This is an optimization exercise on Yosys and OpenROAD, whose aim is small area, not a production implementation.
For this run, only the layout was checked, not whether the RTL still works.
No activity file was given, so power comes from the tool's default toggle rates.

==> design/flow/design.v <==
module matrix_stream_host #(
    parameter int DATA_W  = 16,
    parameter int ACC_W   = 32,
    parameter int N       = 4,
    parameter int TIMEOUT = 1024
) (
    input  logic                        clk,
    input  logic                        rst,
    input  logic                        start,
    output logic                        busy,
    output logic                        done,
    output logic                        tlast_err,
    output logic                        timeout,
    output logic                        accel_start,
    input  logic                        ld_we,
    input  logic [$clog2(2*N*N)-1:0]    ld_addr,
    input  logic [DATA_W-1:0]           ld_data,
    input  logic [$clog2(N*N)-1:0]      rd_addr,
    output logic [ACC_W-1:0]            rd_data,
    output logic                        m_axis_tvalid,
    output logic [DATA_W-1:0]           m_axis_tdata,
    input  logic                        m_axis_tready,
    input  logic                        s_axis_tvalid,
    input  logic [ACC_W-1:0]            s_axis_tdata,
    input  logic                        s_axis_tlast,
    output logic                        s_axis_tready
);
    localparam int OPS    = 2 * N * N;
    localparam int RES    = N * N;
    localparam int LD_AW  = $clog2(OPS);
    localparam int RD_AW  = $clog2(RES);
    localparam int IDX_W  = $clog2(OPS + 1);
    localparam int RIDX_W = $clog2(RES + 1);
    localparam int WD_W   = $clog2(TIMEOUT + 1);
    typedef enum logic [2:0] {
        S_IDLE = 3'd0,
        S_KICK = 3'd1,
        S_SEND = 3'd2,
        S_RECV = 3'd3,
        S_FIN  = 3'd4
    } state_t;
    state_t state;
    state_t state_nx;
    logic [DATA_W-1:0] op_buf  [OPS];
    logic [ACC_W-1:0]  res_buf [RES];
    logic [IDX_W-1:0]  send_idx;
    logic [RIDX_W-1:0] recv_idx;
    logic [WD_W-1:0]   wdog;
    logic m_fire;
    logic s_fire;
    logic last_op;
    logic last_res;
    logic res_full;
    logic wdog_hit;
    logic tlast_bad;
    assign m_fire    = m_axis_tvalid && m_axis_tready;
    assign s_fire    = s_axis_tvalid && s_axis_tready;
    assign last_op   = (send_idx == IDX_W'(OPS - 1));
    assign last_res  = (recv_idx == RIDX_W'(RES - 1));
    assign res_full  = (recv_idx == RIDX_W'(RES));
    assign wdog_hit  = (state == S_RECV) && !s_fire && (wdog == WD_W'(TIMEOUT - 1));
    assign tlast_bad = s_fire && (s_axis_tlast != last_res);
    assign m_axis_tdata = (int'(send_idx) < OPS) ? op_buf[send_idx[LD_AW-1:0]] : '0;
    assign rd_data      = (int'(rd_addr) < RES) ? res_buf[rd_addr] : '0;
    always_ff @(posedge clk or posedge rst) begin
        if (rst) state <= S_IDLE;
        else     state <= state_nx;
    end
    always_comb begin
        state_nx = state;
        case (state)
            S_IDLE: if (start) state_nx = S_KICK;
            S_KICK: state_nx = S_SEND;
            S_SEND: begin
                if (m_fire && last_op)
                    state_nx = (res_full || (s_fire && last_res)) ? S_FIN : S_RECV;
            end
            S_RECV: begin
                if (s_fire && last_res) state_nx = S_FIN;
                else if (wdog_hit)      state_nx = S_FIN;
            end
            S_FIN:   state_nx = S_IDLE;
            default: state_nx = S_IDLE;
        endcase
    end
    always_comb begin
        busy          = 1'b0;
        done          = 1'b0;
        accel_start   = 1'b0;
        m_axis_tvalid = 1'b0;
        s_axis_tready = 1'b0;
        case (state)
            S_KICK: begin
                busy        = 1'b1;
                accel_start = 1'b1;
            end
            S_SEND: begin
                busy          = 1'b1;
                m_axis_tvalid = 1'b1;
                s_axis_tready = !res_full;
            end
            S_RECV: begin
                busy          = 1'b1;
                s_axis_tready = !res_full;
            end
            S_FIN:   done = 1'b1;
            default: ;
        endcase
    end
    always_ff @(posedge clk or posedge rst) begin
        if (rst)                           send_idx <= '0;
        else if (state == S_KICK)          send_idx <= '0;
        else if (state == S_SEND && m_fire) send_idx <= send_idx + IDX_W'(1);
    end
    always_ff @(posedge clk or posedge rst) begin
        if (rst)                  recv_idx <= '0;
        else if (state == S_KICK) recv_idx <= '0;
        else if (s_fire)          recv_idx <= recv_idx + RIDX_W'(1);
    end
    always_ff @(posedge clk or posedge rst) begin
        if (rst)                            wdog <= '0;
        else if (state != S_RECV || s_fire) wdog <= '0;
        else if (wdog != WD_W'(TIMEOUT))    wdog <= wdog + WD_W'(1);
    end
    always_ff @(posedge clk or posedge rst) begin
        if (rst) begin
            tlast_err <= 1'b0;
            timeout   <= 1'b0;
        end else if (state == S_KICK) begin
            tlast_err <= 1'b0;
            timeout   <= 1'b0;
        end else begin
            if (tlast_bad) tlast_err <= 1'b1;
            if (wdog_hit)  timeout   <= 1'b1;
        end
    end
    always_ff @(posedge clk or posedge rst) begin
        if (rst) begin
            for (int i = 0; i < OPS; i++) op_buf[i] <= '0;
        end else if (state == S_IDLE && ld_we && int'(ld_addr) < OPS) begin
            op_buf[ld_addr] <= ld_data;
        end
    end
    always_ff @(posedge clk or posedge rst) begin
        if (rst) begin
            for (int i = 0; i < RES; i++) res_buf[i] <= '0;
        end else if (s_fire) begin
            res_buf[recv_idx[RD_AW-1:0]] <= s_axis_tdata;
        end
    end
endmodule
==> design/flow/run.sh <==
#!/bin/bash
# synth_recipe.tcl (not shown) runs the flow's synth.tcl, then flattens the netlist and writes it again
# the make line also repeats each setting of config.mk as NAME=value (left out here)
make -C /OpenROAD-flow-scripts/flow DESIGN_CONFIG=/design/flow/config.mk WORK_HOME=/design/flow/orfs CLKGATE_MAP_FILE= SYNTH_SCRIPT=/design/flow/synth_recipe.tcl finish
==> design/flow/config.mk <==
export PLATFORM = sky130hd
export DESIGN_NAME = matrix_stream_host
export DESIGN_NICKNAME = matrix_stream_host
export VERILOG_FILES = /design/flow/design.v
export SDC_FILE = /design/flow/constraint.sdc
export NUM_CORES = 4
export LEC_CHECK = 0
export CAP_MARGIN = 20
export CORE_MARGIN = 2
export CORE_UTILIZATION = 40
export SLEW_MARGIN = 20
==> design/flow/constraint.sdc <==
create_clock -name core_clock -period 7.0 [get_ports {clk}]
set_input_delay 1.4000 -clock core_clock [delete_from_list [all_inputs] [get_ports {clk}]]
set_output_delay 1.4000 -clock core_clock [all_outputs]
set_load 0.01 [all_outputs]
==> impl_results.md <==
* Worst-path cell chain: inv_1 > ha_1 > buf_4 > nand2_1 > o211a_1 > o21ai_1 > buf_4 > nor3_1 > a311oi_1 > clkdlybuf4s50_1
* DRT Pass-1 Iters at 7
* Global-route wire length before repair at between 200 and 250 mm
* DRC Markers at 0
* Critical Path Slowest Stage Cell: o21ai_1
* Post-route cell area at between 0.05 and 0.06 mm2
* Sink Count at approximately 1100
* Top Family by Delay on Critical Path: compound AO/OA/AOI/OAI gates
* Peak VDD IR at approximately 0.26 mV
* Reg power frac at 0.421
* Final cycle utilization of the critical path at 0.923
* Final Wtd Congestion at around 0.85
* Vias at between 30000 and 40000
* Crit path max fanout at 13
* Int Power at ~0.014 W
* Arrival time at the worst endpoint at ~5100 ps
* Post-CTS Setup Bufs at 0
* Synth top cells by count: 1079 x mux2_2, 1051 x dfrtp_1, 201 x a22oi_1, 200 x clkbuf_1, 110 x nand2_1
* Syn Inst Count at ~3600
* Final Hold Vio Count at 0
* Logic pwr share at 0.276
* Worst-case reg-to-reg path depth at 6
* Final wirelength at approximately 160 mm
* Status: timing/DRC/antenna clean
* Register bit total from synthesis at about 1100
* Die ar. at about 0.12 mm2
* Sequential fraction of the synthesis area at 0.549
* Final setup fails at 0
* Final core utilization at 0.467
* Worst Skew at 67.8 ps
* PortBufs at 118
* Setup tns final at 0 ps
* Slew headroom at 0.146
* DP Wirelength at approximately 100 mm
* Post-Syn Area at between 0.04 and 0.05 mm2
* Nets at ~3800
* CTS root buf: clkbuf_16
* Starting Density at 0.404
* Fmax achieved at ~150 MHz
* Max incr delay on CP at about 700 ps
* CTS tree: yes
* Mapped Nets at around 3700
* Worst Path Required at roughly 5600 ps
* Final setup margin at about 540 ps
* Worst R2R End: res_buf[13][8]
* Vias per std cell at 6.12
* Cell taking the most area after synthesis: dfrtp_1
* NetSw at about 0.007 W
* Top cells by area, synth: dfrtp_1 55%, mux2_2 25%, a22oi_1 3.2%
* Setup CP Type: flop to output port
* Fin. max-slew vios at 0
* Die Ht at ~350 um
* Max-cap violations at 0
* Top-count cell post-synth: mux2_2
* FF-to-FF Start: recv_idx[3]
* FFs w/ async S/R, synth at 1.00
* Min Hold Slack at between 400 and 500 ps
* Yosys warnings at 3
* R2r setup slk at ~3300 ps
* Proportion of layout cells with a drive suffix above 1 at 0.398
* Initial antenna violation count at 4
* Actual slew at the worst max-slew pin at ~1200 ps
* Critical Path End Type: output port
* # hold bufs at CTS at 0
* Critical Path Most Common Cell: buf_4
* CTS resizes at 0
* Clock Latency Late Sink at 740 ps
* Vias in the first global route at around 33000
* Tot GR Track Use at 0.259
* Ys flop type: dfrtp_1
* Dpl cell area at just over 0.05 mm2
* Clock share of power at 0.303
* Net Sw Frac at 0.330
* Grt total ovfl at 0
* CTS clk-pin slew, worst paths at about 60 ps
* Wire length per cell at 29.7 um
* Pwr/cell area at around 380 mW/mm2
* Area delta synth->final at 15.4%
* Die W at approximately 350 um
* Worst hold path type: flop to flop
* Hold EP: res_buf[0][23]
* H-tree Lvls at 3
* Startpoint type of the worst setup path: flop
* Row count at between 100 and 150
* EDFF count, synth at 0
* Dpl ws at roughly 1100 ps
* Min Tclk post-route at ~6500 ps
* Worst Path Buf+Inv at 4
* Routed Antenna Nets at 0
* Avg Inst Size Synth at 13.2 um2
* Synth top area share at 0.549
* 1st-iter DRT viols at between 3000 and 4000
* RSZ-0062 raised after global routing: no
* Library cells used by synthesis at 76
* Core box area at about 0.12 mm2
* Worst Min Path Start: res_buf[0][23]
* Bufs on Longest Clock Path at 3
* Number of buffers created by CTS at 114
* Hold Path Depth at 1
* Largest net degree at the start of global routing at around 170
* Lkg Pwr at 25.0 nW
* Antenna diode count at 0
* IO Count at 119
-- worst max-delay path by stage --
stage | from | end | slack, ps | depth (start not counted)
floorplan | rst | op_buf[0][0] | -8890 | 1
global route | send_idx[0] | m_axis_tdata[6] | 350 | 12
global placement | rd_addr[0] | rd_data[15] | 1140 | 7
finish | send_idx[0] | m_axis_tdata[1] | 540 | 10
detailed placement | rd_addr[0] | rd_data[18] | 1120 | 10
CTS | send_idx[0] | m_axis_tdata[1] | 530 | 10
-- final cells by class --
type,instances,area (um2)
Multi-Input combinational cell,2218,20400
Clock inverter,55,777
Sequential cell,1051,26300
Clock buffer,156,3260
Tap cell,1600,2000
Timing Repair Buffer,262,2360
Fill cell,10600,63200
Inverter,30,116
-- logic make-up after synthesis --
kind of cell / synth area share
simple gates: 0.0518
flops: 0.549
compound gates: 0.0986
mux: 0.262
fa+ha+maj: 0.00340
xor+xnor: 0.00256
buf+inv: 0.0320
-- per-stage QoR --
| step | power (W) | std cells |
|---|---|---|
| after floorplan | 0.0122 | 3625 |
| after global placement | 0.0147 | 5160 |
| after detailed placement | 0.0148 | 5161 |
| after CTS | 0.0212 | 5372 |
| after global routing | 0.0220 | 5372 |
| final | 0.0212 | 5372 |
-- placed cells by master (no fill, tap or decap), types with 14 or more instances in the layout --
cell type and count:
and3_1 15, mux2i_1 33, nor2b_1 23, a222oi_1 26, o211ai_1 15, a221oi_1 38
nand2_1 106, clkbuf_8 25, dfrtp_1 1048, a21oi_1 52, clkbuf_1 17, bufinv_16 14
inv_1 25, nand4_1 26, nor2_4 19, o21ai_0 32, o22ai_1 23, clkinv_2 23
mux2_2 1079, nor3_1 30, a31oi_1 22, a22oi_1 201, nand3_1 67, clkbuf_16 114
a22o_1 62, nor2_1 59, a32oi_1 30, buf_4 133, o22a_1 17, clkdlybuf4s50_1 107
-- metal layers --
layer / wire length (um) / track usage / part of all wire
met5: 32 / 0 / 0.00020
met2: 74100 / 0.410 / 0.46
met1: 68800 / 0.358 / 0.43
met4: 6070 / 0.0990 / 0.038
met3: 10500 / 0.0407 / 0.066
-- registers in the layout, indices dropped and copies added, names as in the netlist --
name / cells
send_idx: 6
recv_idx: 5
op_buf: 512
tlast_err: 1
state: 3
timeout: 1
wdog: 11
res_buf: 512
-- power by group through the flow --
stage	registers, W	clock network, W	logic, W
2_1_floorplan	0.00853	0	0.00366
3_3_place_gp	0.00897	0	0.00569
3_5_place_dp	0.00898	0	0.00577
4_1_cts	0.00888	0.00651	0.00580
5_1_grt	0.00909	0.00677	0.00614
6_report	0.00892	0.00643	0.00584

-- static timing again, ports no longer ideal --
In the flow no input, the clock included, has a driving cell. The finished layout below was timed again as built, in two steps. Step 1, drivers: a clkbuf_16 drives clk and a buf_2 each remaining input, both assumed. Step 2 adds t to the input delays and takes it off the output delays; t is the mean of the earliest and latest rising clock arrival at the registers after step 1. Input paths then give back, and output paths get back, about the clock's delay inside the block. a / b / c = ideal ports / drivers / drivers and shift; a / b = the first two.
t, ns: 0.778
setup WS [ns]: 0.541 / 0.469 / 1.094
hold WS [ns]: 0.495 / 0.495 / 0.495
worst register clock-pin slew, ns: 0.07 / 0.07
worst slew at a driven data input, ns: 0.18
After both steps setup and hold are still met in this run. The setup slack of this run moves by -0.072 ns with the drivers and by +0.553 ns with both steps.
